This design comes from an exercise in tuning for small area, a short achievable clock period and few clock cycles per item on the open sky130 flow, not from production work. Where RTL was checked, it was by simulation tests only, not by an equivalence proof against the original. The RTL of run 5 was laid out without a check of its function. Power figures rest on the tool's default switching activity, not on a simulated workload.

==> flow/design.v (outline; a module is shown in full before it is edited, if it fits) <==
// module adaptive_pursuit_selector_core: 240 lines
// module apsel_pupd: 846 lines
// module apsel_top: 47 lines
module apsel_top (
  input  wire logic        clk,
  input  wire logic        rst,
  input  wire logic        req_valid,
  output logic             req_stall,
  input  wire logic        req_cmd,
  input  wire logic [2:0]  req_arm,
  input  wire logic [15:0] req_reward,
  input  wire logic [15:0] req_draw,
  output logic             res_valid,
  input  wire logic        res_stall,
  output logic [2:0]       res_chosen_arm,
  output logic [2:0]       res_best_arm,
  input  wire logic        psel,
  input  wire logic        penable,
  input  wire logic        pwrite,
  input  wire logic [2:0]  paddr,
  input  wire logic [31:0] pwdata,
  output logic [31:0]      prdata,
  output logic             pready
);
  // ...
==> flow/flow/run.sh <==
#!/bin/bash
# Layout: the standard flow (standard synthesis, floorplan, placement, CTS,
# routing), with plain buffers on the ports and a tighter setup target for the
# timing repair steps. The SDC is the design's, unchanged.
set -uo pipefail
bash standard.sh finish \
  SETUP_SLACK_MARGIN=7.5 \
  "BUFFER_PORTS_ARGS=-buffer_cell sky130_fd_sc_hd__buf_2" \
  > standard_flow.log 2>&1
status=$?
cp -r orfs/logs flow_logs 2>/dev/null || true
exit $status
==> flow/standard.sh <==
#!/bin/bash
# synth_recipe.tcl (not shown) runs the flow's synth.tcl, then flattens the netlist and writes it again
# the make line also repeats each setting of config.mk as NAME=value (left out here)
make -C /OpenROAD-flow-scripts/flow DESIGN_CONFIG=/design/flow/config.mk WORK_HOME=/design/flow/orfs CLKGATE_MAP_FILE= SYNTH_SCRIPT=/design/flow/synth_recipe.tcl "${@:-finish}"
==> flow/config.mk <==
export PLATFORM = sky130hd
export DESIGN_NAME = apsel_top
export DESIGN_NICKNAME = apsel_top
export VERILOG_FILES = /design/flow/design.v
export SDC_FILE = /design/flow/constraint.sdc
export NUM_CORES = 4
export LEC_CHECK = 0
export ABC_AREA = 1
export CAP_MARGIN = 20
export CORE_MARGIN = 2
export CORE_UTILIZATION = 40
export SLEW_MARGIN = 20
==> flow/constraint.sdc <==
create_clock -name core_clock -period 14.0 [get_ports {clk}]
set_input_delay 2.8000 -clock core_clock [delete_from_list [all_inputs] [get_ports {clk}]]
set_output_delay 2.8000 -clock core_clock [all_outputs]
set_load 0.01 [all_outputs]
==> flow_results.xml, run 1 <==
<?xml version="1.0" encoding="UTF-8"?>
<metrics>
  <group name="power_and_ir_drop">
    <metric name="power_density" unit="nW/um2">230.7</metric>
    <metric name="power.combinational.total" unit="uW">8870</metric>
    <metric name="pg_seq" unit="uW">2070</metric>
    <metric name="clkPwrFrac" unit="%">10.7</metric>
  </group>
  <group name="placed_design">
    <metric name="globalplace.congestion" unit="">0.9541</metric>
  </group>
  <group name="critical_path">
    <metric name="worstReg2RegStart" unit="">u_core.bo_neg8</metric>
    <metric name="crit_family" unit="">adder cells</metric>
  </group>
  <group name="layout">
    <metric name="largest_register_ff_count" unit="">128</metric>
    <metric name="layout.non_clock_inverters" unit="">1068</metric>
    <metric name="layout-drive-gt1-share" unit="%">7.839</metric>
    <metric name="final_common_cell" unit="">inv_1</metric>
  </group>
  <group name="clock_tree">
    <metric name="clkSlewWorstSetupHoldPaths" unit="ns">0.07</metric>
    <metric name="cts-hold-fix-buffers" unit="">0</metric>
    <metric name="htree_levels" unit="">2</metric>
    <metric name="clock_latency" unit="ns">0.64</metric>
  </group>
  <group name="sta">
    <metric name="fin_skew" unit="ns">0.05020</metric>
    <metric name="worstMarginPinSlew" unit="ns">0.9906</metric>
  </group>
  <group name="synth">
    <metric name="synthXorXnorAreaFrac" unit="%">3.253</metric>
    <metric name="synth_area_leaders" unit="">fa_1 24%, ha_1 13%, edfxtp_1 11%</metric>
    <metric name="synthMuxAreaShare" unit="%">0</metric>
    <metric name="netlist.top_cell.by_area" unit="">fa_1</metric>
  </group>
  <group name="drt">
    <metric name="top_signal_layer_used" unit="">met5</metric>
    <metric name="drt-pass1-iter-count" unit="">10</metric>
  </group>
  <group name="run_status">
    <metric name="run_status" unit="">finished clean</metric>
  </group>
  <group name="global_route">
    <metric name="global_route.peak_usage_layer" unit="">met2</metric>
  </group>
</metrics>
Testbench counts, summed over its fixed seeds: cycles 2,447, items 1,200.
==> run 2: changes to the inputs <==
--- a/flow/flow/run.sh
+++ b/flow/flow/run.sh
@@ -5,5 +5,5 @@
 set -uo pipefail
 bash standard.sh finish \
-  SETUP_SLACK_MARGIN=7.5 \
+  SETUP_SLACK_MARGIN=8.0 \
   "BUFFER_PORTS_ARGS=-buffer_cell sky130_fd_sc_hd__buf_2" \
   > standard_flow.log 2>&1
==> run 2 against run 1 <==
Net effect:
- first-iteration DRC count grew 10%
- final area increased by 2.6%
- synthesized cell count stayed put
- critical path depth up 20
- sequential power increased by 2%
- maximum frequency up 5.5%
- power grew 10%
- clock-buffer cell count fell by 4
- sequential share of layout area decreased by 0.40 points
- utilization is 1.1 points higher
- combinational power is 13% higher
- critical endpoint is now u_core.q_e[1][3]
- highest routed layer unchanged
==> flow_results.xml, run 2 <==
<?xml version="1.0" encoding="UTF-8"?>
<metrics>
  <group name="synth">
    <metric name="synth.most_common_cell" unit="">inv_1</metric>
    <metric name="netlist.area_leader.share" unit="%">24.10</metric>
    <metric name="ys_dominant_reg_cell" unit="">dfxtp_1</metric>
    <metric name="post_synth_adder_cell_area" unit="%">37.10</metric>
    <metric name="synthXorXnorAreaFrac" unit="%">3.253</metric>
    <metric name="syn-instance-count" unit="">5756</metric>
    <metric name="netlist.top_cell.by_area" unit="">fa_1</metric>
    <metric name="synth_top_family_by_area" unit="">adder cells</metric>
    <metric name="yosysWarnings" unit="">16</metric>
    <metric name="synth_top_cells_by_count" unit="">1029 x inv_1, 652 x nand2_1, 593 x fa_1, 512 x ha_1, 375 x o21ai_0</metric>
    <metric name="synth_area_leaders" unit="">fa_1 24%, ha_1 13%, edfxtp_1 11%</metric>
    <metric name="number_of_enable_flip_flop_cells_after_synthesis" unit="">187</metric>
    <metric name="synthMuxAreaShare" unit="%">0</metric>
    <metric name="share_of_the_yosys_chip_area_belonging_to_registers" unit="%">20.38</metric>
    <metric name="synth_compound_gate_area_share" unit="%">18.75</metric>
    <metric name="number_of_distinct_library_cell_variants_in_the_gate_level_netlist_after_synthesis" unit="">50</metric>
    <metric name="synth_seq_cells" unit="">408</metric>
    <metric name="synth_area_per_cell" unit="um2">8.560</metric>
    <metric name="synth-simple-area-share" unit="%">9.206</metric>
    <metric name="synth_cell_area" unit="um2">49270</metric>
    <metric name="synthArstFlopShare" unit="%">0</metric>
  </group>
  <group name="drt">
    <metric name="detailroute.via_count" unit="">41819</metric>
    <metric name="drc_errors" unit="">0</metric>
    <metric name="detail-route-antenna-nets" unit="">0</metric>
    <metric name="drt_first_iter_violations" unit="">5126</metric>
    <metric name="drt-pass1-iter-count" unit="">8</metric>
    <metric name="wl" unit="mm">164.1</metric>
    <metric name="via_per_inst" unit="">5.687</metric>
    <metric name="route.detailed.wl_per_inst" unit="um">22.32</metric>
  </group>
  <group name="sta">
    <metric name="relSlewSlack" unit="%">34.88</metric>
    <metric name="grt_setup_unrepaired" unit="">true</metric>
    <metric name="slew_viol_final" unit="">0</metric>
    <metric name="fin_crit_share" unit="%">43.39</metric>
    <metric name="max_freq" unit="MHz">164.6</metric>
    <metric name="final_number_of_setup_violating_endpoints" unit="">0</metric>
    <metric name="finalHoldViolations" unit="">0</metric>
    <metric name="fin_skew" unit="ns">0.04071</metric>
    <metric name="setup_total_negative_slack" unit="ns">0</metric>
    <metric name="worstMarginPinSlew" unit="ns">0.9755</metric>
    <metric name="post-route-min-period" unit="ns">6.075</metric>
  </group>
  <group name="power_and_ir_drop">
    <metric name="power.ir.vdd_worst" unit="mV">0.3795</metric>
    <metric name="power_density" unit="nW/um2">247.6</metric>
    <metric name="leakage_power_total" unit="uW">0.02450</metric>
  </group>
  <group name="layout">
    <metric name="largest_register_ff_count" unit="">128</metric>
    <metric name="design.final.nets" unit="">6872</metric>
    <metric name="highest_count_cells_in_the_layout_ignoring_fill_and_taps" unit="">1000 x inv_1, 630 x nand2_1, 585 x fa_1, 505 x ha_1, 354 x a21oi_1</metric>
    <metric name="reg_top3" unit="">u_core.reward_estimate: 128 flops, u_core.pipe_d: 68 flops, u_core.grp_pn: 64 flops</metric>
    <metric name="final_common_cell" unit="">inv_1</metric>
    <metric name="registers.top_by_ff_count" unit="">u_core.reward_estimate</metric>
    <metric name="layout.cell_area.non_filler" unit="um2">54510</metric>
    <metric name="layout-drive-gt1-share" unit="%">10.47</metric>
    <metric name="final_std_cells_w_o_fill" unit="">7353</metric>
    <metric name="area_added_between_synthesis_and_finish" unit="%">10.65</metric>
    <metric name="n_antenna_cell" unit="">0</metric>
  </group>
  <group name="placed_design">
    <metric name="buffer_ports.inserted" unit="">83</metric>
    <metric name="placement.cell_area" unit="um2">51110</metric>
    <metric name="dpl.hpwl" unit="mm">115.1</metric>
    <metric name="place_inst" unit="">7193</metric>
    <metric name="globalplace.congestion" unit="">0.9436</metric>
  </group>
  <group name="global_route">
    <metric name="gr-usage-met2" unit="%">40.26</metric>
    <metric name="global_route.peak_usage_layer" unit="">met2</metric>
    <metric name="grt_pass1_vias" unit="">41195</metric>
    <metric name="grt_util_all_layers" unit="%">25.56</metric>
    <metric name="grt_pass1_wl" unit="mm">248.0</metric>
    <metric name="grt_max_degree" unit="">52</metric>
    <metric name="overflow" unit="">0</metric>
    <metric name="met3_demand_to_capacity_share_in_global_routing" unit="%">5.128</metric>
    <metric name="met1_usage" unit="%">34.14</metric>
    <metric name="grt_antenna_before_repair" unit="">5</metric>
  </group>
  <group name="critical_path">
    <metric name="timing.critical_path.slowest_stage_cell" unit="">fa_2</metric>
    <metric name="critPathMaxFanout" unit="">3</metric>
    <metric name="cp-end-kind" unit="">flip-flop</metric>
    <metric name="critical-path-top-cell-by-count" unit="">nand2_2</metric>
    <metric name="crit_buf_inv" unit="">1</metric>
    <metric name="crit_family" unit="">adder cells</metric>
    <metric name="cp.arrival" unit="ns">6.45</metric>
    <metric name="worstSetupPathDepth" unit="">38</metric>
    <metric name="worst-setup-path-type" unit="">flip-flop to flip-flop</metric>
    <metric name="timing.critical_path.slowest_cell_delay" unit="ns">0.42</metric>
    <metric name="critical_path_required" unit="ns">14.38</metric>
    <metric name="ff2ff_path_depth" unit="">38</metric>
    <metric name="timing.critical_path.from_type" unit="">flip-flop</metric>
  </group>
  <group name="die">
    <metric name="num_rows" unit="">128</metric>
    <metric name="die_h" unit="um">355.0</metric>
    <metric name="initial_utilization" unit="%">40.37</metric>
    <metric name="fp.dieArea" unit="um2">126000</metric>
    <metric name="die_width" unit="um">355.0</metric>
    <metric name="num_io_pins" unit="">119</metric>
    <metric name="design.core.area" unit="um2">122000</metric>
  </group>
  <group name="min_path">
    <metric name="worstHoldPathType" unit="">flip-flop to flip-flop</metric>
    <metric name="min_path_cells" unit="">2</metric>
  </group>
  <group name="clock_tree">
    <metric name="htree_levels" unit="">2</metric>
    <metric name="cts_tree" unit="">done</metric>
    <metric name="cts_made_buffers" unit="">48</metric>
    <metric name="clkSlewWorstSetupHoldPaths" unit="ns">0.07</metric>
    <metric name="cts-hold-fix-buffers" unit="">0</metric>
    <metric name="root_buffer" unit="">clkbuf_16</metric>
    <metric name="clock_latency" unit="ns">0.63</metric>
    <metric name="clkSinkCount" unit="">408</metric>
    <metric name="clk_path_buf_depth" unit="">3</metric>
  </group>
  <group name="run_status">
    <metric name="run_status" unit="">finished clean</metric>
  </group>
  <group name="flow_run">
    <metric name="number_of_violations_of_the_max_capacitance_limit" unit="">0</metric>
  </group>
</metrics>
-- run 2: cell counts after synthesis --
Identical to the previous run, type by type.
-- run 2: repair_timing --
action                                  CTS  global route
gates resized for setup                 128           173
pin swaps                                47            48
gates cloned                              3             6
endpoints found under the setup margin   88            69
setup buffers                            28            34
-- run 2: worst reg2reg max path: cells and delay by family, from the launching register on --
family	cells	cell delay (ns)
compound gates	4	0.69
xor+xnor	3	0.53
fa+ha+maj	8	2.66
buf+inv	1	0.08
flops	1	0.38
simple gates	22	1.49
-- run 2: worst paths after layout --
check / startpoint / to / slack [ns]
worst max-delay path: u_core.rou_rem[0] / u_core.q_e[1][3] / 7.93
worst min-delay path: u_core.upd_a / u_core.upd_b / 0.42
worst max register to register: u_core.rou_rem[0] / u_core.q_e[1][3] / 7.93
worst min register to register: u_core.upd_a / u_core.upd_b / 0.42
-- run 2: metrics by stage --
step	setup slack, ns	hold slack [ns]	power, uW	util (%)
after floorplan	7.967	0.4030	8104	-
after global placement	7.015	0.4129	10260	41.88
after detailed placement	6.996	0.4123	10370	41.88
after CTS	7.928	0.4215	12560	43.84
after global routing	7.623	0.4388	14670	44.67
final	7.925	0.4171	13500	44.67
-- run 2: cells by family (layout without fill, tap and decap cells) --
logic type               Yosys count  count (layout)
AO/OA/AOI/OAI                   1488            1488
XOR/XNOR                         183             183
adder cells (fa/ha/maj)         1105            1105
buffers and inverters           1465            1422
flip-flops                       408             408
other                              2              17
AND/OR/NAND/NOR                 1105            1105
-- run 2: routing by layer --
metal	wire (um)	vias to the layer above
met5	41	-
met3	16700	562
met2	72380	2255
met4	9547	6
met1	65470	20004
li1	-	18992
-- run 2: layout make-up --
class / instances / area [um2]
Tap cell: 1625 / 2033
Inverter: 1068 / 4150
Clock buffer: 55 / 1247
Clock inverter: 34 / 425.4
Fill cell: 11908 / 67520
Multi-Input combinational cell: 3898 / 34260
Timing Repair Buffer: 265 / 2296
Sequential cell: 408 / 10110
-- run 2: power by group --
group	total (uW)	switching, uW	leakage [uW]	internal, uW
Combinational	10000	5750	0.0201	4300
Clock	1350	567	0.000804	780
Sequential	2110	534	0.00362	1570
==> run 3: changes to the inputs <==
--- a/flow/config.mk
+++ b/flow/config.mk
@@ -10,3 +10,4 @@
 export CORE_MARGIN = 2
 export CORE_UTILIZATION = 40
+export CTS_BUF_LIST = sky130_fd_sc_hd__clkbuf_4 sky130_fd_sc_hd__clkbuf_8
 export SLEW_MARGIN = 20
==> run 3 against run 2 <==
Net effect:
- largest power group unchanged
- clock power down 7%
- still clean
- sequential power about the same
- utilization down 0.11 points
==> flow_results.xml, run 3 <==
<?xml version="1.0" encoding="UTF-8"?>
<metrics>
  <group name="run_status">
    <metric name="run_status" unit="">finished clean</metric>
  </group>
  <group name="synth">
    <metric name="number_of_distinct_library_cell_variants_in_the_gate_level_netlist_after_synthesis" unit="">50</metric>
    <metric name="netlist.top_cell.by_area" unit="">fa_1</metric>
    <metric name="share_of_the_yosys_chip_area_belonging_to_registers" unit="%">20.38</metric>
    <metric name="synth_cell_area" unit="um2">49270</metric>
    <metric name="synth.most_common_cell" unit="">inv_1</metric>
    <metric name="synth_area_per_cell" unit="um2">8.560</metric>
    <metric name="synth_top_cells_by_count" unit="">1029 x inv_1, 652 x nand2_1, 593 x fa_1, 512 x ha_1, 375 x o21ai_0</metric>
    <metric name="netlist.area_leader.share" unit="%">24.10</metric>
    <metric name="synth_seq_cells" unit="">408</metric>
    <metric name="number_of_enable_flip_flop_cells_after_synthesis" unit="">187</metric>
    <metric name="ys_dominant_reg_cell" unit="">dfxtp_1</metric>
    <metric name="yosysWarnings" unit="">16</metric>
    <metric name="synthArstFlopShare" unit="%">0</metric>
    <metric name="synth_area_leaders" unit="">fa_1 24%, ha_1 13%, edfxtp_1 11%</metric>
    <metric name="syn-instance-count" unit="">5756</metric>
  </group>
  <group name="die">
    <metric name="die_h" unit="um">355.0</metric>
    <metric name="initial_utilization" unit="%">40.37</metric>
    <metric name="design.core.area" unit="um2">122000</metric>
    <metric name="num_io_pins" unit="">119</metric>
    <metric name="num_rows" unit="">128</metric>
    <metric name="fp.dieArea" unit="um2">126000</metric>
    <metric name="die_width" unit="um">355.0</metric>
  </group>
  <group name="sta">
    <metric name="setup_total_negative_slack" unit="ns">0</metric>
    <metric name="fin_crit_share" unit="%">43.43</metric>
    <metric name="worstMarginPinSlew" unit="ns">1.001</metric>
    <metric name="grt_setup_unrepaired" unit="">true</metric>
    <metric name="finalHoldViolations" unit="">0</metric>
    <metric name="fin_skew" unit="ns">0.05730</metric>
    <metric name="post-route-min-period" unit="ns">6.081</metric>
    <metric name="slew_viol_final" unit="">0</metric>
    <metric name="final_number_of_setup_violating_endpoints" unit="">0</metric>
    <metric name="max_freq" unit="MHz">164.5</metric>
    <metric name="relSlewSlack" unit="%">33.18</metric>
  </group>
  <group name="drt">
    <metric name="route.detailed.wl_per_inst" unit="um">22.10</metric>
    <metric name="drt-pass1-iter-count" unit="">7</metric>
    <metric name="drc_errors" unit="">0</metric>
    <metric name="wl" unit="mm">163.3</metric>
    <metric name="drt_first_iter_violations" unit="">4959</metric>
    <metric name="via_per_inst" unit="">5.681</metric>
    <metric name="detail-route-antenna-nets" unit="">0</metric>
    <metric name="detailroute.via_count" unit="">41975</metric>
  </group>
  <group name="global_route">
    <metric name="met1_usage" unit="%">33.95</metric>
    <metric name="gr-usage-met2" unit="%">40.09</metric>
    <metric name="grt_max_degree" unit="">52</metric>
    <metric name="global_route.peak_usage_layer" unit="">met2</metric>
    <metric name="grt_pass1_vias" unit="">41318</metric>
    <metric name="grt_util_all_layers" unit="%">25.56</metric>
    <metric name="grt_pass1_wl" unit="mm">247.7</metric>
    <metric name="overflow" unit="">0</metric>
    <metric name="grt_antenna_before_repair" unit="">3</metric>
    <metric name="met3_demand_to_capacity_share_in_global_routing" unit="%">5.415</metric>
  </group>
  <group name="critical_path">
    <metric name="timing.rr.end" unit="">u_core.q_e[0][3]</metric>
    <metric name="timing.critical_path.slowest_cell_delay" unit="ns">0.42</metric>
    <metric name="timing.critical_path.from_type" unit="">flip-flop</metric>
    <metric name="ff2ff_path_depth" unit="">38</metric>
    <metric name="crit_family" unit="">adder cells</metric>
    <metric name="timing.critical_path.slowest_stage_cell" unit="">fa_2</metric>
    <metric name="cp.arrival" unit="ns">6.51</metric>
    <metric name="critical-path-top-cell-by-count" unit="">nand2_2</metric>
    <metric name="crit_buf_inv" unit="">1</metric>
    <metric name="critical_path_required" unit="ns">14.43</metric>
    <metric name="cp-end-kind" unit="">flip-flop</metric>
    <metric name="timing.reg2reg.setup_slack" unit="ns">7.92</metric>
    <metric name="critPathMaxFanout" unit="">3</metric>
    <metric name="worstReg2RegStart" unit="">u_core.rou_rem[0]</metric>
    <metric name="worst-setup-path-type" unit="">flip-flop to flip-flop</metric>
  </group>
  <group name="placed_design">
    <metric name="dpl.hpwl" unit="mm">115.1</metric>
    <metric name="placement.cell_area" unit="um2">51110</metric>
    <metric name="globalplace.congestion" unit="">0.9436</metric>
    <metric name="buffer_ports.inserted" unit="">83</metric>
  </group>
  <group name="min_path">
    <metric name="endpoint_with_the_worst_hold_slack" unit="">u_core.upd_b</metric>
    <metric name="min_from" unit="">u_core.upd_a</metric>
    <metric name="min_path_cells" unit="">2</metric>
    <metric name="worstHoldPathType" unit="">flip-flop to flip-flop</metric>
  </group>
  <group name="clock_tree">
    <metric name="clkSinkCount" unit="">408</metric>
    <metric name="root_buffer" unit="">clkbuf_8</metric>
    <metric name="cts_tree" unit="">done</metric>
    <metric name="htree_levels" unit="">3</metric>
    <metric name="clk_path_buf_depth" unit="">3</metric>
    <metric name="clock_latency" unit="ns">0.72</metric>
    <metric name="clkSlewWorstSetupHoldPaths" unit="ns">0.06</metric>
    <metric name="cts_made_buffers" unit="">75</metric>
  </group>
  <group name="layout">
    <metric name="area_added_between_synthesis_and_finish" unit="%">10.37</metric>
    <metric name="layout-drive-gt1-share" unit="%">10.92</metric>
    <metric name="design.final.nets" unit="">6889</metric>
    <metric name="layout.cell_area.non_filler" unit="um2">54380</metric>
    <metric name="highest_count_cells_in_the_layout_ignoring_fill_and_taps" unit="">1004 x inv_1, 630 x nand2_1, 586 x fa_1, 505 x ha_1, 358 x a21oi_1</metric>
    <metric name="final_common_cell" unit="">inv_1</metric>
    <metric name="reg_top3" unit="">u_core.reward_estimate: 128 flops, u_core.pipe_d: 68 flops, u_core.grp_pn: 64 flops</metric>
    <metric name="registers.top_by_ff_count" unit="">u_core.reward_estimate</metric>
    <metric name="largest_register_ff_count" unit="">128</metric>
  </group>
  <group name="power_and_ir_drop">
    <metric name="leakage_power_total" unit="uW">0.02454</metric>
    <metric name="power_density" unit="nW/um2">242.5</metric>
    <metric name="power.ir.vdd_worst" unit="mV">0.3425</metric>
  </group>
  <group name="flow_run">
    <metric name="number_of_violations_of_the_max_capacitance_limit" unit="">0</metric>
  </group>
</metrics>
[run 3: area by class of cell]
cell class              instances  area, um2
well taps                    1625       2033
flip-flops and latches        408      10100
diodes                          2      5.005
multi-input cells            3898      34280
clock inverters                27      286.5
repair buffers                255       2182
fillers                     11955      67660
clock buffers                 106       1353
inverters                    1068       4135
[run 3: per-stage QoR]
step                      setup WS (ns)  hold WS, ns  total power (uW)  std cells  utilization (%)
after floorplan                   7.967       0.4030              8104       5771                -
after global placement            7.015       0.4129             10260       7193            41.88
after detailed placement          6.996       0.4123             10370       7193            41.88
after CTS                         7.909       0.4215             12440       7353            43.81
after global routing              7.629       0.4426             14360       7388            44.56
final                             7.919       0.4181             13190       7389            44.56
[run 3: worst reg2reg max path, delay by kind of cell (launching register included)]
family / cells / cell delay [ns]
AO/OA/AOI/OAI: 4 / 0.70
AND/OR/NAND/NOR: 22 / 1.51
XOR/XNOR: 3 / 0.53
buffers and inverters: 1 / 0.09
flip-flops: 1 / 0.35
adder cells (fa/ha/maj): 8 / 2.67
[run 3: how the worst max path moves through the flow]
stage,from,endpoint,slack [ns],cells past startpoint
6_report,u_core.rou_rem[0],u_core.q_e[0][3],7.92,38
5_1_grt,u_core.rou_rem[0],u_core.q_e[0][3],7.63,42
4_1_cts,u_core.rou_rem[0],u_core.q_e[0][3],7.91,38
3_3_place_gp,u_core.bo_neg8,u_core.grp_pn[0][15],7.01,18
2_1_floorplan,paddr[2],prdata[10],7.97,2
3_5_place_dp,u_core.bo_two[3],u_core.grp_pn[0][15],7.00,21
[run 3: timing repair]
action	CTS	global route
gates cloned	3	5
pin swaps	44	50
resized for setup	133	152
endpoints found under the setup margin	87	69
buffers inserted	24	29
hold buffers	0	0
[run 3: cell families after synthesis]
family / Yosys count / share of synthesized area [%]
simple gates: 1105 / 9.206
other cells: 2 / 0.01524
compound gates: 1488 / 18.75
xor+xnor: 183 / 3.253
buf+inv: 1465 / 11.30
flops: 408 / 20.38
fa+ha+maj: 1105 / 37.10
[run 3: power breakdown]
part	leakage [uW]	switching, uW	total (uW)	internal, uW
clock network	0.000863	558	1260	705
logic	0.0201	5710	9820	4110
registers	0.00362	533	2100	1570
[run 3: per-layer routing]
metal  share of wire [%]  up-vias
li1                    -    19031
met1                  40    20053
met2                  44     2362
met3                  11      525
met4                 5.5        4
met5               0.013        -
==> module adaptive_pursuit_selector_core, before the edit <==
module adaptive_pursuit_selector_core (
  input  wire logic               clk,
  input  wire logic               rst,
  input  wire logic               req_valid,
  output logic                    req_stall,
  input  wire apsel_pkg::req_t    req,
  output logic                    res_valid,
  input  wire logic               res_stall,
  output apsel_pkg::res_t         res,
  input  wire logic               psel,
  input  wire logic               penable,
  input  wire logic               pwrite,
  input  wire logic [2:0]         paddr,
  input  wire logic [31:0]        pwdata,
  output logic [31:0]             prdata,
  output logic                    pready
);
  localparam int Q_W    = apsel_pkg::Q_W;
  localparam int PMIN_W = apsel_pkg::PMIN_W;
  logic [PMIN_W-1:0]   min_probability;
  logic [Q_W-1:0]      learning_rate;
  logic [Q_W-1:0]      pmax;
  logic [Q_W-1:0]      reward_estimate [8];
  logic [Q_W-1:0]      grp_pn [4];     
  logic [16:0]         pipe_d [4];     
  logic [3:0]          pipe_tmax;      
  logic [3:0]          pipe_tmin;      
  logic                ph;             
  logic                upd_a;          
  logic                upd_b;          
  logic                rou_a;          
  logic                rou_b;          
  logic [2:0]          sel_best;
  logic [Q_W-1:0]      draw;
  logic [2:0]          rou_best;
  logic [Q_W-1:0]      rou_rem;        
  logic                rou_found;
  logic [1:0]          rou_arm;
  logic [5:0]          q_e [3];        
  logic [1:0]          q_cnt;
  logic                rst_d;          
  logic                pipe_tres;      
  logic [1:0]          outs;           
  function automatic logic [16:0] add16(input logic [15:0] a, input logic [15:0] b,
                                        input logic cin);
    logic [15:0] g, p, gg, pp;
    g  = a & b;
    p  = a ^ b;
    gg = g;
    pp = p;
    gg[0] = g[0] | (p[0] & cin);
    for (int l = 0; l < 4; l++) begin
      for (int i = 0; i < 16; i++) begin
        if (((i >> l) & 1) == 1) begin
          gg[i] = gg[i] | (pp[i] & gg[((i >> l) << l) - 1]);
          pp[i] = pp[i] & pp[((i >> l) << l) - 1];
        end
      end
    end
    add16 = {gg[15], p ^ {gg[14:0], cin}};
  endfunction
  function automatic logic ge16(input logic [15:0] a, input logic [15:0] b);
    logic [16:0] r;
    r = add16(a, ~b, 1'b1);
    ge16 = r[16];
  endfunction
  logic                cfg_wr;
  logic                sel_acc;
  logic                wr_acc;
  logic                res_take;
  assign pready  = 1'b1;
  assign cfg_wr  = psel && penable && pwrite;
  assign prdata  = paddr[2] ? 32'(learning_rate) : 32'(min_probability);
  assign req_stall = req.cmd && (!ph || (outs == 2'd3));
  assign sel_acc   = req_valid && req.cmd && ph && (outs != 2'd3);
  assign wr_acc    = req_valid && !req.cmd;
  assign res_valid      = (q_cnt != 2'd0);
  assign res.chosen_arm = q_e[0][5:3];
  assign res.best_arm   = q_e[0][2:0];
  assign res_take       = res_valid && !res_stall;
  logic [2:0]     b01, b23, b45, b67, b03, b47, best_now;
  logic [Q_W-1:0] v01, v23, v45, v67, v03, v47;
  always_comb begin
    b01 = ge16(reward_estimate[1], reward_estimate[0]) ? 3'd1 : 3'd0;
    v01 = ge16(reward_estimate[1], reward_estimate[0]) ? reward_estimate[1] : reward_estimate[0];
    b23 = ge16(reward_estimate[3], reward_estimate[2]) ? 3'd3 : 3'd2;
    v23 = ge16(reward_estimate[3], reward_estimate[2]) ? reward_estimate[3] : reward_estimate[2];
    b45 = ge16(reward_estimate[5], reward_estimate[4]) ? 3'd5 : 3'd4;
    v45 = ge16(reward_estimate[5], reward_estimate[4]) ? reward_estimate[5] : reward_estimate[4];
    b67 = ge16(reward_estimate[7], reward_estimate[6]) ? 3'd7 : 3'd6;
    v67 = ge16(reward_estimate[7], reward_estimate[6]) ? reward_estimate[7] : reward_estimate[6];
    b03 = ge16(v23, v01) ? b23 : b01;
    v03 = ge16(v23, v01) ? v23 : v01;
    b47 = ge16(v67, v45) ? b67 : b45;
    v47 = ge16(v67, v45) ? v67 : v45;
    best_now = ge16(v47, v03) ? b47 : b03;
  end
  logic [7:0] bo_one, bo_two, bo_neg;      
  logic       bo_neg8;                     
  logic [7:0] bn_one, bn_two, bn_neg;      
  logic       bn_neg8;
  always_comb begin
    logic [15:0] ae;
    logic        c;
    logic [2:0]  v;
    ae = (upd_a || upd_b) ? learning_rate : 16'h0000;
    c  = 1'b0;
    for (int k = 0; k < 8; k++) begin
      v = {1'b0, ae[2*k+1], 1'b0} + {2'b00, ae[2*k]} + {2'b00, c};
      bn_one[k] = (v == 3'd1);
      bn_two[k] = (v == 3'd2);
      bn_neg[k] = (v == 3'd3);
      c = ae[2*k+1] & (ae[2*k] | c);
    end
    bn_neg8 = !c;
  end
  logic [16:0]    d_now [4];
  logic [3:0]     tmax_now, tmin_now;
  logic [Q_W-1:0] t2 [4];
  logic [Q_W-1:0] p_next_n [4];
  always_comb begin
    for (int j = 0; j < 4; j++) begin
      logic [Q_W-1:0] t;
      tmax_now[j] = (upd_a || upd_b) && (sel_best == {ph, 2'(j)});
      tmin_now[j] = (upd_a || upd_b) && (sel_best != {ph, 2'(j)});
      t = ({Q_W{tmax_now[j]}} & pmax) | ({Q_W{tmin_now[j]}} & Q_W'(min_probability));
      d_now[j] = add16(t, grp_pn[j], 1'b1) ^ 17'h10000;
      t2[j] = ({Q_W{pipe_tmax[j]}} & pmax) | ({Q_W{pipe_tmin[j]}} & Q_W'(min_probability))
            | ({Q_W{pipe_tres}} & apsel_pkg::PROB_RESET);
    end
  end
  for (genvar j = 0; j < 4; j++) begin : g_upd
    apsel_pupd u_pupd (
      .tn   (~t2[j]),
      .d    (pipe_d[j]),
      .dn   (~pipe_d[j]),
      .one  (bo_one),
      .two  (bo_two),
      .neg  (bo_neg),
      .neg8 (bo_neg8),
      .qn   (p_next_n[j])
    );
  end
  logic [Q_W-1:0] rem [5];
  logic [3:0]     hit;
  logic [1:0]     hit_arm;
  always_comb begin
    rem[0] = rou_rem;
    for (int i = 0; i < 4; i++) begin
      logic [Q_W:0] r;
      r = add16(rem[i], grp_pn[i], 1'b1);
      hit[i]   = !r[Q_W];
      rem[i+1] = r[Q_W-1:0];
    end
    hit_arm = hit[0] ? 2'd0 : hit[1] ? 2'd1 : hit[2] ? 2'd2 : 2'd3;
  end
  always_ff @(posedge clk) begin
    if (rst) begin
      min_probability <= apsel_pkg::PMIN_RESET;
      learning_rate   <= apsel_pkg::ALPHA_RESET;
      pmax            <= 16'(65536 - 7 * 655);
      ph              <= 1'b0;
      upd_a           <= 1'b0;
      upd_b           <= 1'b0;
      rst_d           <= 1'b1;
      bo_one          <= '0;
      bo_two          <= '0;
      bo_neg          <= '0;
      bo_neg8         <= 1'b0;
      pipe_tmax       <= '0;
      pipe_tmin       <= '0;
      pipe_tres       <= 1'b1;
      rou_a           <= 1'b0;
      rou_b           <= 1'b0;
      q_cnt           <= '0;
      outs            <= '0;
    end else begin
      rst_d <= 1'b0;
      if (cfg_wr) begin
        if (!paddr[2]) begin
          min_probability <= pwdata[PMIN_W-1:0];
          pmax <= (pwdata[PMIN_W-1:0] == '0) ? 16'hFFFF
                : 16'(17'h10000 - 17'(pwdata[PMIN_W-1:0]) * 17'd7);
        end else begin
          learning_rate <= pwdata[Q_W-1:0];
        end
      end
      ph    <= !ph;
      upd_a <= sel_acc;
      upd_b <= upd_a;
      bo_one <= rst_d ? '0 : bn_one;
      bo_two <= rst_d ? '0 : bn_two;
      bo_neg <= rst_d ? '0 : bn_neg;
      bo_neg8 <= rst_d ? 1'b0 : bn_neg8;
      pipe_tmax <= rst_d ? '0 : tmax_now;
      pipe_tmin <= rst_d ? '0 : tmin_now;
      pipe_tres <= rst_d;
      rou_a <= upd_b;
      rou_b <= rou_a;
      q_cnt <= q_cnt + 2'(rou_b) - 2'(res_take);
      outs  <= outs + 2'(sel_acc) - 2'(res_take);
    end
  end
  logic [Q_W-1:0] rew_wdata;
  assign rew_wdata = rst ? '0 : req.reward;
  always_ff @(posedge clk) begin
    for (int i = 0; i < 8; i++) begin
      if (rst || (wr_acc && req.arm == 3'(i))) reward_estimate[i] <= rew_wdata;
    end
  end
  logic [5:0] q_new;
  assign q_new = {rou_found ? {1'b0, rou_arm} : (|hit ? {1'b1, hit_arm} : 3'd0), rou_best};
  always_ff @(posedge clk) begin
    for (int j = 0; j < 4; j++) begin
      pipe_d[j] <= d_now[j];
      grp_pn[j] <= p_next_n[j];
    end
    for (int i = 0; i < 3; i++) begin
      if (res_take) begin
        if (i < 2 && 2'(i + 1) < q_cnt) q_e[i] <= q_e[i+1];
        else if (rou_b && 2'(i + 1) == q_cnt) q_e[i] <= q_new;
      end else if (rou_b && 2'(i) == q_cnt) begin
        q_e[i] <= q_new;
      end
    end
    if (sel_acc) begin
      sel_best <= best_now;
      draw     <= req.random_draw;
    end
    if (upd_b) begin
      rou_best <= sel_best;
      rou_rem  <= draw;
    end
    if (rou_a) begin
      rou_rem   <= rem[4];
      rou_found <= |hit;
      rou_arm   <= hit_arm;
    end
  end
endmodule
==> run 4: changes to the inputs <==
--- a/flow/design.v
+++ b/flow/design.v
@@ -68,4 +68,6 @@
   logic [1:0]          rou_arm;
   logic [5:0]          q_e [3];        
+  logic [1:0]          q_wr;
+  logic [1:0]          q_rd;
   logic [1:0]          q_cnt;
   logic                rst_d;          
@@ -106,6 +108,6 @@
   assign wr_acc    = req_valid && !req.cmd;
   assign res_valid      = (q_cnt != 2'd0);
-  assign res.chosen_arm = q_e[0][5:3];
-  assign res.best_arm   = q_e[0][2:0];
+  assign res.chosen_arm = q_e[q_rd][5:3];
+  assign res.best_arm   = q_e[q_rd][2:0];
   assign res_take       = res_valid && !res_stall;
   logic [2:0]     b01, b23, b45, b67, b03, b47, best_now;
@@ -204,4 +206,6 @@
       rou_b           <= 1'b0;
       q_cnt           <= '0;
+      q_wr            <= '0;
+      q_rd            <= '0;
       outs            <= '0;
     end else begin
@@ -229,4 +233,6 @@
       rou_b <= rou_a;
       q_cnt <= q_cnt + 2'(rou_b) - 2'(res_take);
+      if (rou_b) q_wr <= (q_wr == 2'd2) ? 2'd0 : q_wr + 2'd1;
+      if (res_take) q_rd <= (q_rd == 2'd2) ? 2'd0 : q_rd + 2'd1;
       outs  <= outs + 2'(sel_acc) - 2'(res_take);
     end
@@ -246,12 +252,5 @@
       grp_pn[j] <= p_next_n[j];
     end
-    for (int i = 0; i < 3; i++) begin
-      if (res_take) begin
-        if (i < 2 && 2'(i + 1) < q_cnt) q_e[i] <= q_e[i+1];
-        else if (rou_b && 2'(i + 1) == q_cnt) q_e[i] <= q_new;
-      end else if (rou_b && 2'(i) == q_cnt) begin
-        q_e[i] <= q_new;
-      end
-    end
+    if (rou_b) q_e[q_wr] <= q_new;
     if (sel_acc) begin
       sel_best <= best_now;
--- a/flow/config.mk
+++ b/flow/config.mk
@@ -10,4 +10,3 @@
 export CORE_MARGIN = 2
 export CORE_UTILIZATION = 40
-export CTS_BUF_LIST = sky130_fd_sc_hd__clkbuf_4 sky130_fd_sc_hd__clkbuf_8
 export SLEW_MARGIN = 20
==> run 4 against run 3 <==
Net effect:
- non-clock buffer count rose by 8
- combinational power fell by 3.8%
- sequential cell count rose by 6
- area after synthesis rose by 0.26%
- largest power group unchanged
- clock power rose by 12%
- maximum frequency rose by 1.1%
- synthesized cell count barely moved
- clock skew rose by 0.017 ns
- via count rose by 1.1%
- sequential power rose by 3%
- clock-buffer cell count fell by 48
==> flow_results.xml, run 4 <==
<?xml version="1.0" encoding="UTF-8"?>
<metrics>
  <group name="sta">
    <metric name="relSlewSlack" unit="%">34.64</metric>
    <metric name="grt_setup_unrepaired" unit="">true</metric>
    <metric name="post-route-min-period" unit="ns">6.016</metric>
    <metric name="max_freq" unit="MHz">166.2</metric>
    <metric name="final_number_of_setup_violating_endpoints" unit="">0</metric>
    <metric name="setup_total_negative_slack" unit="ns">0</metric>
    <metric name="fin_skew" unit="ns">0.07474</metric>
    <metric name="fin_crit_share" unit="%">42.97</metric>
    <metric name="finalHoldViolations" unit="">0</metric>
    <metric name="slew_viol_final" unit="">0</metric>
    <metric name="worstMarginPinSlew" unit="ns">0.9791</metric>
  </group>
  <group name="min_path">
    <metric name="worstHoldPathType" unit="">flip-flop to flip-flop</metric>
  </group>
  <group name="layout">
    <metric name="reg_top3" unit="">u_core.reward_estimate: 128 flops, u_core.pipe_d: 68 flops, u_core.grp_pn: 64 flops</metric>
    <metric name="final_common_cell" unit="">inv_1</metric>
    <metric name="design.final.nets" unit="">6876</metric>
    <metric name="area_added_between_synthesis_and_finish" unit="%">11.23</metric>
    <metric name="registers.top_by_ff_count" unit="">u_core.reward_estimate</metric>
    <metric name="layout.cell_area.non_filler" unit="um2">54940</metric>
    <metric name="num-fill-cells" unit="">11883</metric>
    <metric name="layout-drive-gt1-share" unit="%">10.74</metric>
    <metric name="highest_count_cells_in_the_layout_ignoring_fill_and_taps" unit="">1001 x inv_1, 605 x nand2_1, 584 x fa_1, 501 x ha_1, 360 x a21oi_1</metric>
    <metric name="largest_register_ff_count" unit="">128</metric>
  </group>
  <group name="die">
    <metric name="num_io_pins" unit="">119</metric>
    <metric name="initial_utilization" unit="%">40.42</metric>
    <metric name="die_width" unit="um">355.4</metric>
    <metric name="num_rows" unit="">128</metric>
    <metric name="design.core.area" unit="um2">122200</metric>
    <metric name="fp.dieArea" unit="um2">126300</metric>
    <metric name="die_h" unit="um">355.4</metric>
  </group>
  <group name="placed_design">
    <metric name="dpl.hpwl" unit="mm">116.3</metric>
    <metric name="globalplace.congestion" unit="">0.9334</metric>
    <metric name="placement.cell_area" unit="um2">51160</metric>
    <metric name="buffer_ports.inserted" unit="">83</metric>
  </group>
  <group name="critical_path">
    <metric name="path_cells" unit="">buf_16 &gt; o21ai_2 &gt; buf_2</metric>
    <metric name="cp.arrival" unit="ns">3.22</metric>
    <metric name="timing.critical_path.from_type" unit="">input pin</metric>
    <metric name="cp-end-kind" unit="">primary output</metric>
    <metric name="critPathMaxFanout" unit="">7</metric>
    <metric name="timing.critical_path.slowest_cell_delay" unit="ns">0.15</metric>
    <metric name="crit_buf_inv" unit="">2</metric>
    <metric name="critical_path_required" unit="ns">11.20</metric>
    <metric name="crit_family" unit="">buffers and inverters</metric>
    <metric name="timing.critical_path.slowest_stage_cell" unit="">buf_2</metric>
    <metric name="worst-setup-path-type" unit="">input pin to primary output</metric>
  </group>
  <group name="drt">
    <metric name="detailroute.via_count" unit="">42449</metric>
    <metric name="detail-route-antenna-nets" unit="">0</metric>
    <metric name="route.detailed.wl_per_inst" unit="um">22.76</metric>
    <metric name="wl" unit="mm">167.6</metric>
    <metric name="drt_first_iter_violations" unit="">5428</metric>
    <metric name="via_per_inst" unit="">5.766</metric>
    <metric name="drt-pass1-iter-count" unit="">8</metric>
    <metric name="drc_errors" unit="">0</metric>
  </group>
  <group name="power_and_ir_drop">
    <metric name="p_switching" unit="uW">6711</metric>
    <metric name="switching_portion_of_total_power" unit="%">51.47</metric>
    <metric name="power.ir.vdd_worst" unit="mV">0.4228</metric>
    <metric name="cell_internal_pwr" unit="uW">6328</metric>
    <metric name="power_density" unit="nW/um2">237.3</metric>
    <metric name="leakage_power_total" unit="uW">0.02467</metric>
    <metric name="power.share.combinational" unit="%">72.5</metric>
    <metric name="clkPwrFrac" unit="%">10.8</metric>
    <metric name="sequential_cell_fraction_of_total_power" unit="%">16.7</metric>
  </group>
  <group name="clock_tree">
    <metric name="clk_path_buf_depth" unit="">3</metric>
    <metric name="cts-hold-fix-buffers" unit="">0</metric>
    <metric name="cts_made_buffers" unit="">50</metric>
    <metric name="clkSinkCount" unit="">414</metric>
    <metric name="root_buffer" unit="">clkbuf_16</metric>
    <metric name="clock_latency" unit="ns">0.67</metric>
    <metric name="htree_levels" unit="">2</metric>
    <metric name="clkSlewWorstSetupHoldPaths" unit="ns">0.06</metric>
    <metric name="cts_tree" unit="">done</metric>
  </group>
  <group name="synth">
    <metric name="yosysWarnings" unit="">14</metric>
    <metric name="ys_dominant_reg_cell" unit="">dfxtp_1</metric>
    <metric name="synth_area_leaders" unit="">fa_1 24%, ha_1 13%, edfxtp_1 11%</metric>
    <metric name="netlist.top_cell.by_area" unit="">fa_1</metric>
    <metric name="synth_seq_cells" unit="">414</metric>
    <metric name="number_of_enable_flip_flop_cells_after_synthesis" unit="">187</metric>
    <metric name="synthArstFlopShare" unit="%">0</metric>
    <metric name="synth_area_per_cell" unit="um2">8.579</metric>
    <metric name="number_of_distinct_library_cell_variants_in_the_gate_level_netlist_after_synthesis" unit="">55</metric>
    <metric name="synth_cell_area" unit="um2">49400</metric>
    <metric name="netlist.area_leader.share" unit="%">24.03</metric>
    <metric name="synth.most_common_cell" unit="">inv_1</metric>
    <metric name="synth_top_cells_by_count" unit="">1024 x inv_1, 626 x nand2_1, 593 x fa_1, 512 x ha_1, 376 x a21oi_1</metric>
    <metric name="syn-instance-count" unit="">5758</metric>
    <metric name="share_of_the_yosys_chip_area_belonging_to_registers" unit="%">20.57</metric>
  </group>
  <group name="global_route">
    <metric name="met3_demand_to_capacity_share_in_global_routing" unit="%">5.974</metric>
    <metric name="grt_antenna_before_repair" unit="">0</metric>
    <metric name="grt_max_degree" unit="">56</metric>
    <metric name="grt_pass1_vias" unit="">41176</metric>
    <metric name="grt_util_all_layers" unit="%">25.78</metric>
    <metric name="global_route.peak_usage_layer" unit="">met2</metric>
    <metric name="overflow" unit="">0</metric>
    <metric name="gr-usage-met2" unit="%">40.52</metric>
    <metric name="grt_pass1_wl" unit="mm">249.9</metric>
    <metric name="met1_usage" unit="%">33.63</metric>
  </group>
  <group name="run_status">
    <metric name="run_status" unit="">finished clean</metric>
  </group>
  <group name="flow_run">
    <metric name="number_of_violations_of_the_max_capacitance_limit" unit="">0</metric>
  </group>
</metrics>
run 4: cell types whose count changed after synthesis, sizes merged, moves of 7 or more:
cell    change
a21oi      +16
nand3       +8
xor2        -7
clkbuf      +8
nand2      -29
buf         -8
run 4: path summary, 6_finish.rpt:
check | slack (ns) | end | cells past startpoint | start
hold / removal | 0.42 | u_core.upd_b | 2 | u_core.upd_a
setup reg to reg | 8.13 | u_core.grp_pn[2][10] | 19 | u_core.pipe_d[2][13]
setup / recovery | 7.98 | prdata[5] | 3 | paddr[2]
hold reg to reg | 0.42 | u_core.upd_b | 2 | u_core.upd_a
run 4: layout make-up:
class / count / area, um2 / area share [%]
antenna: 2 / 5.005 / 0.009109
clock buffer: 58 / 1311 / 2.387
clock inverter: 36 / 454.2 / 0.8267
inverter: 1074 / 4177 / 7.602
multi-input combinational: 3889 / 34280 / 62.39
sequential: 414 / 10240 / 18.64
tap: 1625 / 2033 / 3.701
timing repair buffer: 263 / 2441 / 4.443
timing repair inverter: 1 / 3.754 / 0.006832
run 4: repair_timing:
item	CTS	global route
setup endpoints to repair	95	67
resized for setup	129	159
pin swaps	34	41
setup buffers	22	39
cloned	8	10
run 4: power groups by stage:
| stage | Clock [uW] | Sequential [uW] | Combinational [uW] |
|---|---|---|---|
| 2_1_floorplan | 0 | 1710 | 6290 |
| 3_3_place_gp | 0 | 2130 | 8060 |
| 3_5_place_dp | 0 | 2130 | 8160 |
| 4_1_cts | 1430 | 2110 | 8690 |
| 5_1_grt | 1480 | 2180 | 10500 |
| 6_report | 1410 | 2170 | 9450 |
run 4: metrics by stage:
step                      power, uW  instances  hold WS, ns  setup WS [ns]  util, %
after floorplan                7991       5773       0.4030          7.967        -
after global placement        10180       7186       0.4146          6.811    41.87
after detailed placement      10290       7186       0.4129          6.745    41.87
after CTS                     12240       7310       0.4228          7.967    44.01
after global routing          14140       7360       0.4429          7.932    44.96
final                         13040       7362       0.4197          7.984    44.96
run 4: kinds of logic after synthesis:
group,count (synthesis),share of synthesized area (%)
AOI/OAI and AO/OA,1509,18.98
buffers and inverters,1471,11.33
DFF,414,20.57
adders and majority gates,1105,37.00
xor gates and xnor gates,182,3.227
other,2,0.01520
and+or+nand+nor,1075,8.880
run 4: worst reg2reg max path: stages, from the launching register on:
cell	delay, ns
dfxtp_2	0.58
inv_1	0.38
o22ai_1	0.27
a21oi_1	0.10
fa_1	0.52
fa_1	0.55
inv_1	0.05
fa_1	0.50
fa_1	0.52
fa_1	0.61
inv_1	0.06
ha_1	0.19
a21oi_1	0.24
o21ai_0	0.13
a221oi_1	0.32
nand2_2	0.19
a21oi_1	0.24
nor2_1	0.06
nor2_1	0.11
xor2_1	0.18
run 4: layer usage:
metal | share of wire (%) | vias up
li1 | - | 19021
met1 | 39 | 20295
met2 | 44 | 2564
met3 | 11 | 569
met4 | 6.2 | 0
met5 | 0 | -
Testbench counts of run 4, summed over its fixed seeds: cycles 2,447, items 1,200.
==> run 5: changes to the inputs <==
--- a/flow/design.v
+++ b/flow/design.v
@@ -92,4 +92,22 @@
     add16 = {gg[15], p ^ {gg[14:0], cin}};
   endfunction
+  function automatic logic sum_ge(input logic [18:0] a, input logic [18:0] b,
+                                  input logic [18:0] k);
+    logic [19:0] x, y;
+    logic [18:0] g, p;
+    x = {1'b0, a ^ b ^ k};
+    y = {(a & b) | ((a | b) & k), 1'b0};
+    g = x[18:0] & y[18:0];
+    p = x[18:0] ^ y[18:0];
+    for (int l = 0; l < 5; l++) begin
+      for (int i = 0; i < 19; i++) begin
+        if (((i >> l) & 1) == 1) begin
+          g[i] = g[i] | (p[i] & g[((i >> l) << l) - 1]);
+          p[i] = p[i] & p[((i >> l) << l) - 1];
+        end
+      end
+    end
+    sum_ge = x[19] ^ y[19] ^ g[18];
+  endfunction
   function automatic logic ge16(input logic [15:0] a, input logic [15:0] b);
     logic [16:0] r;
@@ -174,16 +192,30 @@
     );
   end
-  logic [Q_W-1:0] rem [5];
+  logic [18:0]    sa [4];
+  logic [18:0]    sb [4];
   logic [3:0]     hit;
   logic [1:0]     hit_arm;
+  logic [Q_W-1:0] rem_next;
   always_comb begin
-    rem[0] = rou_rem;
+    logic [18:0] pn;
+    sa[0] = 19'(rou_rem);
+    sb[0] = 19'(grp_pn[0]);
+    for (int i = 1; i < 4; i++) begin
+      pn    = 19'(grp_pn[i]);
+      sa[i] = sa[i-1] ^ sb[i-1] ^ pn;
+      sb[i] = ((sa[i-1] & sb[i-1]) | (sa[i-1] & pn) | (sb[i-1] & pn)) << 1;
+    end
     for (int i = 0; i < 4; i++) begin
-      logic [Q_W:0] r;
-      r = add16(rem[i], grp_pn[i], 1'b1);
-      hit[i]   = !r[Q_W];
-      rem[i+1] = r[Q_W-1:0];
+      hit[i] = !sum_ge(sa[i], sb[i], 19'(20'h80000 - 20'((i + 1) * 65535)));
+    end
+    begin
+      logic [18:0] x, y;
+      logic [16:0] r;
+      x = sa[3] ^ sb[3] ^ 19'd4;
+      y = ((sa[3] & sb[3]) | ((sa[3] | sb[3]) & 19'd4)) << 1;
+      r = add16(x[15:0], y[15:0], 1'b0);
+      rem_next = r[Q_W-1:0];
     end
-    hit_arm = hit[0] ? 2'd0 : hit[1] ? 2'd1 : hit[2] ? 2'd2 : 2'd3;
+    hit_arm  = hit[0] ? 2'd0 : hit[1] ? 2'd1 : hit[2] ? 2'd2 : 2'd3;
   end
   always_ff @(posedge clk) begin
@@ -262,5 +294,5 @@
     end
     if (rou_a) begin
-      rou_rem   <= rem[4];
+      rou_rem   <= rem_next;
       rou_found <= |hit;
       rou_arm   <= hit_arm;
--- a/flow/flow/run.sh
+++ b/flow/flow/run.sh
@@ -5,5 +5,5 @@
 set -uo pipefail
 bash standard.sh finish \
-  SETUP_SLACK_MARGIN=8.0 \
+  SETUP_SLACK_MARGIN=7.5 \
   "BUFFER_PORTS_ARGS=-buffer_cell sky130_fd_sc_hd__buf_2" \
   > standard_flow.log 2>&1
==> run 5 against run 4 <==
Net effect:
- final area fell by 1.9%
- highest routed layer is now met5
- sequential cell count did not move
- register-to-register slack got worse by 0.54 ns
- final cell count shrank 0.69%
- power is 15% lower
- largest power group unchanged
- clock skew shrank 0.043 ns
==> flow_results.xml, run 5 <==
<?xml version="1.0" encoding="UTF-8"?>
<metrics>
  <group name="layout">
    <metric name="final_common_cell" unit="">inv_1</metric>
    <metric name="final_core_util" unit="%">43.04</metric>
    <metric name="design.final.nets" unit="">6904</metric>
    <metric name="largest_register_ff_count" unit="">128</metric>
    <metric name="layout-drive-gt1-share" unit="%">6.837</metric>
    <metric name="highest_count_cells_in_the_layout_ignoring_fill_and_taps" unit="">972 x inv_1, 627 x fa_1, 594 x nand2_1, 577 x ha_1, 402 x a21oi_1</metric>
    <metric name="area_added_between_synthesis_and_finish" unit="%">7.193</metric>
    <metric name="reg_top3" unit="">u_core.reward_estimate: 128 flops, u_core.pipe_d: 68 flops, u_core.grp_pn: 64 flops</metric>
    <metric name="registers.top_by_ff_count" unit="">u_core.reward_estimate</metric>
    <metric name="layout.cell_area.non_filler" unit="um2">53910</metric>
  </group>
  <group name="placed_design">
    <metric name="dpl.hpwl" unit="mm">120.8</metric>
    <metric name="placement.cell_area" unit="um2">52040</metric>
    <metric name="buffer_ports.inserted" unit="">83</metric>
    <metric name="globalplace.congestion" unit="">0.9131</metric>
  </group>
  <group name="min_path">
    <metric name="min_from" unit="">u_core.upd_a</metric>
    <metric name="worstHoldPathType" unit="">flip-flop to flip-flop</metric>
  </group>
  <group name="drt">
    <metric name="via_per_inst" unit="">5.723</metric>
    <metric name="drc_errors" unit="">0</metric>
    <metric name="detailroute.via_count" unit="">41840</metric>
    <metric name="drt_first_iter_violations" unit="">4779</metric>
    <metric name="drt-pass1-iter-count" unit="">9</metric>
    <metric name="wl" unit="mm">165.2</metric>
    <metric name="detail-route-antenna-nets" unit="">0</metric>
    <metric name="route.detailed.wl_per_inst" unit="um">22.59</metric>
  </group>
  <group name="run_status">
    <metric name="run_status" unit="">finished clean</metric>
  </group>
  <group name="clock_tree">
    <metric name="htree_levels" unit="">2</metric>
    <metric name="cts_tree" unit="">done</metric>
    <metric name="clk_path_buf_depth" unit="">3</metric>
    <metric name="clock_latency" unit="ns">0.64</metric>
    <metric name="clkSlewWorstSetupHoldPaths" unit="ns">0.06</metric>
    <metric name="cts_made_buffers" unit="">46</metric>
    <metric name="root_buffer" unit="">clkbuf_16</metric>
    <metric name="clkSinkCount" unit="">414</metric>
  </group>
  <group name="critical_path">
    <metric name="timing.critical_path.slowest_stage_cell" unit="">o21ai_0</metric>
    <metric name="cp-end-kind" unit="">primary output</metric>
    <metric name="crit_path_start" unit="">paddr[2]</metric>
    <metric name="crit_family" unit="">buffers and inverters</metric>
    <metric name="path_cells" unit="">buf_4 &gt; o21ai_0 &gt; buf_2</metric>
    <metric name="timing.critical_path.from_type" unit="">input pin</metric>
    <metric name="timing.critical_path.slowest_cell_delay" unit="ns">0.40</metric>
    <metric name="crit_buf_inv" unit="">2</metric>
    <metric name="worstReg2RegStart" unit="">u_core.bo_two[3]</metric>
    <metric name="critical_path_required" unit="ns">11.20</metric>
    <metric name="cp.arrival" unit="ns">3.65</metric>
    <metric name="critPathMaxFanout" unit="">31</metric>
    <metric name="worst-setup-path-type" unit="">input pin to primary output</metric>
  </group>
  <group name="die">
    <metric name="fp.dieArea" unit="um2">128600</metric>
    <metric name="die_h" unit="um">358.6</metric>
    <metric name="num_rows" unit="">130</metric>
    <metric name="design.core.area" unit="um2">125200</metric>
    <metric name="num_io_pins" unit="">119</metric>
    <metric name="die_width" unit="um">358.6</metric>
    <metric name="initial_utilization" unit="%">40.15</metric>
  </group>
  <group name="power_and_ir_drop">
    <metric name="leakage_power_total" unit="uW">0.02419</metric>
    <metric name="power.ir.vdd_worst" unit="mV">0.1793</metric>
    <metric name="power_density" unit="nW/um2">204.8</metric>
  </group>
  <group name="synth">
    <metric name="synth_seq_cells" unit="">414</metric>
    <metric name="netlist.area_leader.share" unit="%">24.96</metric>
    <metric name="number_of_enable_flip_flop_cells_after_synthesis" unit="">187</metric>
    <metric name="yosysWarnings" unit="">16</metric>
    <metric name="synthArstFlopShare" unit="%">0</metric>
    <metric name="synth_top_cells_by_count" unit="">979 x inv_1, 627 x fa_1, 594 x nand2_1, 577 x ha_1, 404 x a21oi_1</metric>
    <metric name="ys_dominant_reg_cell" unit="">dfxtp_1</metric>
    <metric name="synth.most_common_cell" unit="">inv_1</metric>
    <metric name="syn-instance-count" unit="">5770</metric>
    <metric name="synth_area_per_cell" unit="um2">8.716</metric>
    <metric name="synth_cell_area" unit="um2">50290</metric>
    <metric name="number_of_distinct_library_cell_variants_in_the_gate_level_netlist_after_synthesis" unit="">51</metric>
    <metric name="synth_area_leaders" unit="">fa_1 25%, ha_1 14%, edfxtp_1 11%</metric>
    <metric name="netlist.top_cell.by_area" unit="">fa_1</metric>
    <metric name="share_of_the_yosys_chip_area_belonging_to_registers" unit="%">20.20</metric>
  </group>
  <group name="global_route">
    <metric name="overflow" unit="">0</metric>
    <metric name="grt_pass1_vias" unit="">41826</metric>
    <metric name="grt_antenna_before_repair" unit="">2</metric>
    <metric name="grt_util_all_layers" unit="%">25.84</metric>
    <metric name="grt_pass1_wl" unit="mm">253.1</metric>
    <metric name="grt_max_degree" unit="">52</metric>
  </group>
  <group name="sta">
    <metric name="setup_total_negative_slack" unit="ns">0</metric>
    <metric name="fin_skew" unit="ns">0.03138</metric>
    <metric name="max_freq" unit="MHz">155.1</metric>
    <metric name="finalHoldViolations" unit="">0</metric>
    <metric name="worstMarginPinSlew" unit="ns">1.040</metric>
    <metric name="grt_setup_unrepaired" unit="">false</metric>
    <metric name="final_number_of_setup_violating_endpoints" unit="">0</metric>
    <metric name="slew_viol_final" unit="">0</metric>
    <metric name="post-route-min-period" unit="ns">6.446</metric>
    <metric name="relSlewSlack" unit="%">30.64</metric>
    <metric name="fin_crit_share" unit="%">46.04</metric>
  </group>
  <group name="flow_run">
    <metric name="number_of_violations_of_the_max_capacitance_limit" unit="">0</metric>
  </group>
</metrics>
-- run 5: cell types whose count changed in the layout (fill, tap and decap cells not counted), moves of 29 or more --
cell     before  now
a21oi_1     360  402
buf_4       132   92
fa_1        584  627
ha_1        501  577
inv_1      1001  972
nor2_1      281  311
-- run 5: per-layer routing --
metal	global-route usage (%)	part of all wire [%]
met1	33.61	40
met2	41.72	45
met3	4.797	9.6
met4	11.94	5.4
met5	0	0.016
-- run 5: path summary, 6_finish.rpt --
check	slack (ns)	end	cells after the start
worst max register to register	7.59	u_core.grp_pn[0][12]	21
worst min register to register	0.42	u_core.upd_b	2
worst min-delay path	0.42	u_core.upd_b	2
worst max-delay path	7.55	prdata[2]	3
-- run 5: logic make-up (layout without fill, tap and decap cells) --
family | after synthesis | in the layout | synth area share, %
AOI/OAI and AO/OA | 1523 | 1523 | 18.68
and+or+nand+nor | 1051 | 1051 | 8.419
other | 2 | 18 | 0.01493
xor gates and xnor gates | 147 | 147 | 2.560
buffers and inverters | 1429 | 1304 | 10.81
adders and majority gates | 1204 | 1204 | 39.31
DFF | 414 | 414 | 20.20
-- run 5: worst min-delay path, stage by stage, from the launching register on --
cell and delay [ns]:
dfxtp_1 0.31, inv_1 0.05, nor2_1 0.03
-- run 5: what timing repair did --
item / in CTS / in global routing
setup buffers: 0 / 3
gates resized for setup: 12 / 38
hold buffers: 0 / 0
pin swaps: 0 / 1
setup endpoints to repair: 33 / 27
-- run 5: stage by stage --
step	worst slack, ns	hold slack (ns)	total power, uW	instances
3_3_place_gp	6.733	0.4107	9420	7221
4_1_cts	7.515	0.4229	11020	7307
6_report	7.554	0.4227	11040	7311
5_1_grt	7.511	0.4679	12260	7310
2_1_floorplan	7.701	0.4030	7617	5785
3_5_place_dp	6.791	0.4140	9567	7221
-- run 5: report_power, final --
group / switching [uW] / internal [uW]
Combinational: 4360 / 3020
Clock: 576 / 786
Sequential: 729 / 1580
-- run 5: final cells by class --
cell class / count / area [um2]
repair buffers: 184 / 1226
well taps: 1650 / 2064
fillers: 12403 / 71340
multi-input cells: 3942 / 34800
clock inverters: 26 / 315.3
clock buffers: 60 / 1393
diodes: 1 / 2.502
flip-flops and latches: 414 / 10190
inverters: 1034 / 3916
==> run 6: changes to the inputs <==
--- a/flow/design.v
+++ b/flow/design.v
@@ -148,4 +148,6 @@
   logic [7:0] bo_one, bo_two, bo_neg;      
   logic       bo_neg8;                     
+  logic [7:0] bc_one_n, bc_two_n, bc_neg_n;
+  logic       bc_neg8_n;
   logic [7:0] bn_one, bn_two, bn_neg;      
   logic       bn_neg8;
@@ -185,8 +187,8 @@
       .d    (pipe_d[j]),
       .dn   (~pipe_d[j]),
-      .one  (bo_one),
-      .two  (bo_two),
-      .neg  (bo_neg),
-      .neg8 (bo_neg8),
+      .one  (j < 2 ? bo_one : ~bc_one_n),
+      .two  (j < 2 ? bo_two : ~bc_two_n),
+      .neg  (j < 2 ? bo_neg : ~bc_neg_n),
+      .neg8 (j < 2 ? bo_neg8 : ~bc_neg8_n),
       .qn   (p_next_n[j])
     );
@@ -232,4 +234,8 @@
       bo_neg          <= '0;
       bo_neg8         <= 1'b0;
+      bc_one_n        <= '1;
+      bc_two_n        <= '1;
+      bc_neg_n        <= '1;
+      bc_neg8_n       <= 1'b1;
       pipe_tmax       <= '0;
       pipe_tmin       <= '0;
@@ -259,4 +265,8 @@
       bo_neg <= rst_d ? '0 : bn_neg;
       bo_neg8 <= rst_d ? 1'b0 : bn_neg8;
+      bc_one_n <= rst_d ? '1 : ~bn_one;
+      bc_two_n <= rst_d ? '1 : ~bn_two;
+      bc_neg_n <= rst_d ? '1 : ~bn_neg;
+      bc_neg8_n <= rst_d ? 1'b1 : ~bn_neg8;
       pipe_tmax <= rst_d ? '0 : tmax_now;
       pipe_tmin <= rst_d ? '0 : tmin_now;
==> run 6 against run 5 <==
Net effect:
- still clean on timing, DRC and antenna
- clock skew is 0.014 ns higher
- critical path depth is 1 higher
- register-to-register slack gained 0.21 ns
- die area rose by 1.2%
- utilization rose by 0.35 points
- sequential power is essentially flat
- power up 1.4%
- first-iteration DRC count down 13%
- clock-buffer cell count rose by 16
- via count increased by 0.43%
- maximum frequency is 0.78% higher
- critical endpoint is now prdata[13]
==> flow_results.xml, run 6 <==
<?xml version="1.0" encoding="UTF-8"?>
<metrics>
  <group name="run_status">
    <metric name="run_status" unit="">finished clean</metric>
  </group>
  <group name="synth">
    <metric name="netlist.area_leader.share" unit="%">24.65</metric>
    <metric name="synth_top_cells_by_count" unit="">1057 x inv_1, 718 x nand2_1, 627 x fa_1, 577 x ha_1, 409 x a21oi_1</metric>
    <metric name="syn-instance-count" unit="">5850</metric>
    <metric name="synth_area_per_cell" unit="um2">8.705</metric>
    <metric name="synthArstFlopShare" unit="%">0</metric>
    <metric name="number_of_distinct_library_cell_variants_in_the_gate_level_netlist_after_synthesis" unit="">52</metric>
    <metric name="ys_dominant_reg_cell" unit="">dfxtp_1</metric>
    <metric name="share_of_the_yosys_chip_area_belonging_to_registers" unit="%">20.93</metric>
    <metric name="synth.most_common_cell" unit="">inv_1</metric>
  </group>
  <group name="clock_tree">
    <metric name="clkSlewWorstSetupHoldPaths" unit="ns">0.06</metric>
    <metric name="htree_levels" unit="">2</metric>
    <metric name="clkSinkCount" unit="">439</metric>
    <metric name="root_buffer" unit="">clkbuf_16</metric>
    <metric name="cts_tree" unit="">done</metric>
    <metric name="clk_path_buf_depth" unit="">3</metric>
  </group>
  <group name="sta">
    <metric name="fin_skew" unit="ns">0.04543</metric>
    <metric name="relSlewSlack" unit="%">28.60</metric>
    <metric name="worstMarginPinSlew" unit="ns">1.063</metric>
    <metric name="slew_viol_final" unit="">0</metric>
    <metric name="finalHoldViolations" unit="">0</metric>
    <metric name="max_freq" unit="MHz">156.3</metric>
    <metric name="grt_setup_unrepaired" unit="">false</metric>
    <metric name="fin_crit_share" unit="%">45.69</metric>
    <metric name="setup_total_negative_slack" unit="ns">0</metric>
  </group>
  <group name="global_route">
    <metric name="grt_max_degree" unit="">48</metric>
    <metric name="grt_antenna_before_repair" unit="">9</metric>
    <metric name="grt_pass1_vias" unit="">42085</metric>
    <metric name="grt_pass1_wl" unit="mm">253.9</metric>
  </group>
  <group name="drt">
    <metric name="route.detailed.wl_per_inst" unit="um">22.12</metric>
    <metric name="via_per_inst" unit="">5.655</metric>
  </group>
  <group name="critical_path">
    <metric name="critical_path_required" unit="ns">11.20</metric>
    <metric name="critPathMaxFanout" unit="">31</metric>
    <metric name="timing.critical_path.from_type" unit="">input pin</metric>
    <metric name="worstReg2RegStart" unit="">u_core.pipe_d[2][14]</metric>
    <metric name="ff2ff_path_depth" unit="">19</metric>
    <metric name="timing.reg2reg.setup_slack" unit="ns">7.80</metric>
  </group>
  <group name="die">
    <metric name="die_h" unit="um">360.8</metric>
    <metric name="fp.dieArea" unit="um2">130200</metric>
    <metric name="die_width" unit="um">360.8</metric>
  </group>
  <group name="power_and_ir_drop">
    <metric name="cell_internal_pwr" unit="uW">5510</metric>
    <metric name="switching_portion_of_total_power" unit="%">50.79</metric>
    <metric name="power.share.combinational" unit="%">66.9</metric>
    <metric name="leakage_power_total" unit="uW">0.02492</metric>
  </group>
  <group name="layout">
    <metric name="largest_register_ff_count" unit="">128</metric>
    <metric name="layout.cell_area.non_filler" unit="um2">54700</metric>
    <metric name="n_antenna_cell" unit="">0</metric>
  </group>
  <group name="placed_design">
    <metric name="buffer_ports.inserted" unit="">83</metric>
    <metric name="dpl.hpwl" unit="mm">126.0</metric>
  </group>
</metrics>
run 6: cell types whose count changed after synthesis, sizes merged, moves of 8 or more:
cell / change
inv: +75
clkbuf: -10
o22ai: +31
a221oi: -29
nor2: -74
a22oi: -82
dfxtp: +25
a211oi: -8
o21ai: -46
buf: -10
o221ai: +88
nand2: +115
run 6: area by class of cell:
cell class              instances  area (um2)  area share [%]
inverters                    1111        4202           7.681
flip-flops and latches        439       10680           19.53
repair buffers                195        1262           2.308
clock buffers                  76        1525           2.788
well taps                    1650        2064           3.774
clock inverters                20       261.5          0.4780
multi-input cells            3940       34700           63.44
run 6: metrics by stage:
| stage | setup WS (ns) | hold WS [ns] | util, % |
|---|---|---|---|
| 6_report | 7.604 | 0.4478 | 43.40 |
| 3_5_place_dp | 7.344 | 0.4417 | 41.88 |
| 5_1_grt | 7.482 | 0.4819 | 43.40 |
| 4_1_cts | 7.552 | 0.4534 | 43.30 |
| 2_1_floorplan | 7.701 | 0.4030 | - |
| 3_3_place_gp | 7.369 | 0.4376 | 41.88 |
run 6: power groups by stage:
stage / clock network (uW) / logic, uW / registers (uW)
after floorplan: 0 / 5840 / 1790
after global placement: 0 / 7220 / 2270
after detailed placement: 0 / 7400 / 2270
after CTS: 1450 / 7500 / 2250
after global routing: 1500 / 8610 / 2310
final: 1420 / 7490 / 2290
run 6: worst max-delay path by stage:
stage,to,from,slack (ns)
2_1_floorplan,prdata[10],paddr[2],7.70
3_3_place_gp,prdata[13],paddr[2],7.37
3_5_place_dp,prdata[13],paddr[2],7.34
4_1_cts,prdata[13],paddr[2],7.55
5_1_grt,u_core.grp_pn[0][15],u_core.bo_two[2],7.48
6_report,prdata[13],paddr[2],7.60
run 6: cell families (layout without fill, tap and decap cells):
logic type	count (synthesis)	after routing	synth area share (%)
simple gates	1096	1096	8.614
fa+ha+maj	1204	1204	38.82
other cells	2	17	0.01475
xor+xnor	147	147	2.528
compound gates	1476	1476	18.01
buf+inv	1486	1402	11.08
flops	439	439	20.93
run 6: worst max-delay path: stages:
cell	delay, ns
buf_4	0.26
nand2_1	0.25
inv_1	0.11
buf_2	0.16
run 6: metal layers:
| layer | routed length (um) | part of all wire [%] | GRT usage, % | vias up |
|---|---|---|---|---|
| met2 | 72540 | 44 | 39.41 | 2003 |
| li1 | - | - | - | 19248 |
| met1 | 66400 | 40 | 33.61 | 20271 |
| met5 | 92 | 0.056 | 0 | - |
| met3 | 15400 | 9.4 | 4.690 | 481 |
| met4 | 9972 | 6.1 | 13.26 | 18 |
run 6: what timing repair did:
action,in CTS,in global routing
pin swaps,0,0
hold buffers,0,0
gates resized for setup,3,30
setup buffers,0,7
setup endpoints to repair,7,27
Testbench counts of run 6, summed over its fixed seeds: cycles 2,447, items 1,200.

Setup slack of run 6, layout unchanged: 7.604 ns with ideal ports, 7.580 ns with driving cells assumed (clock clkbuf_16, inputs buf_2), 7.580 ns with port delays also shifted by the 0.703 ns mid clock arrival.
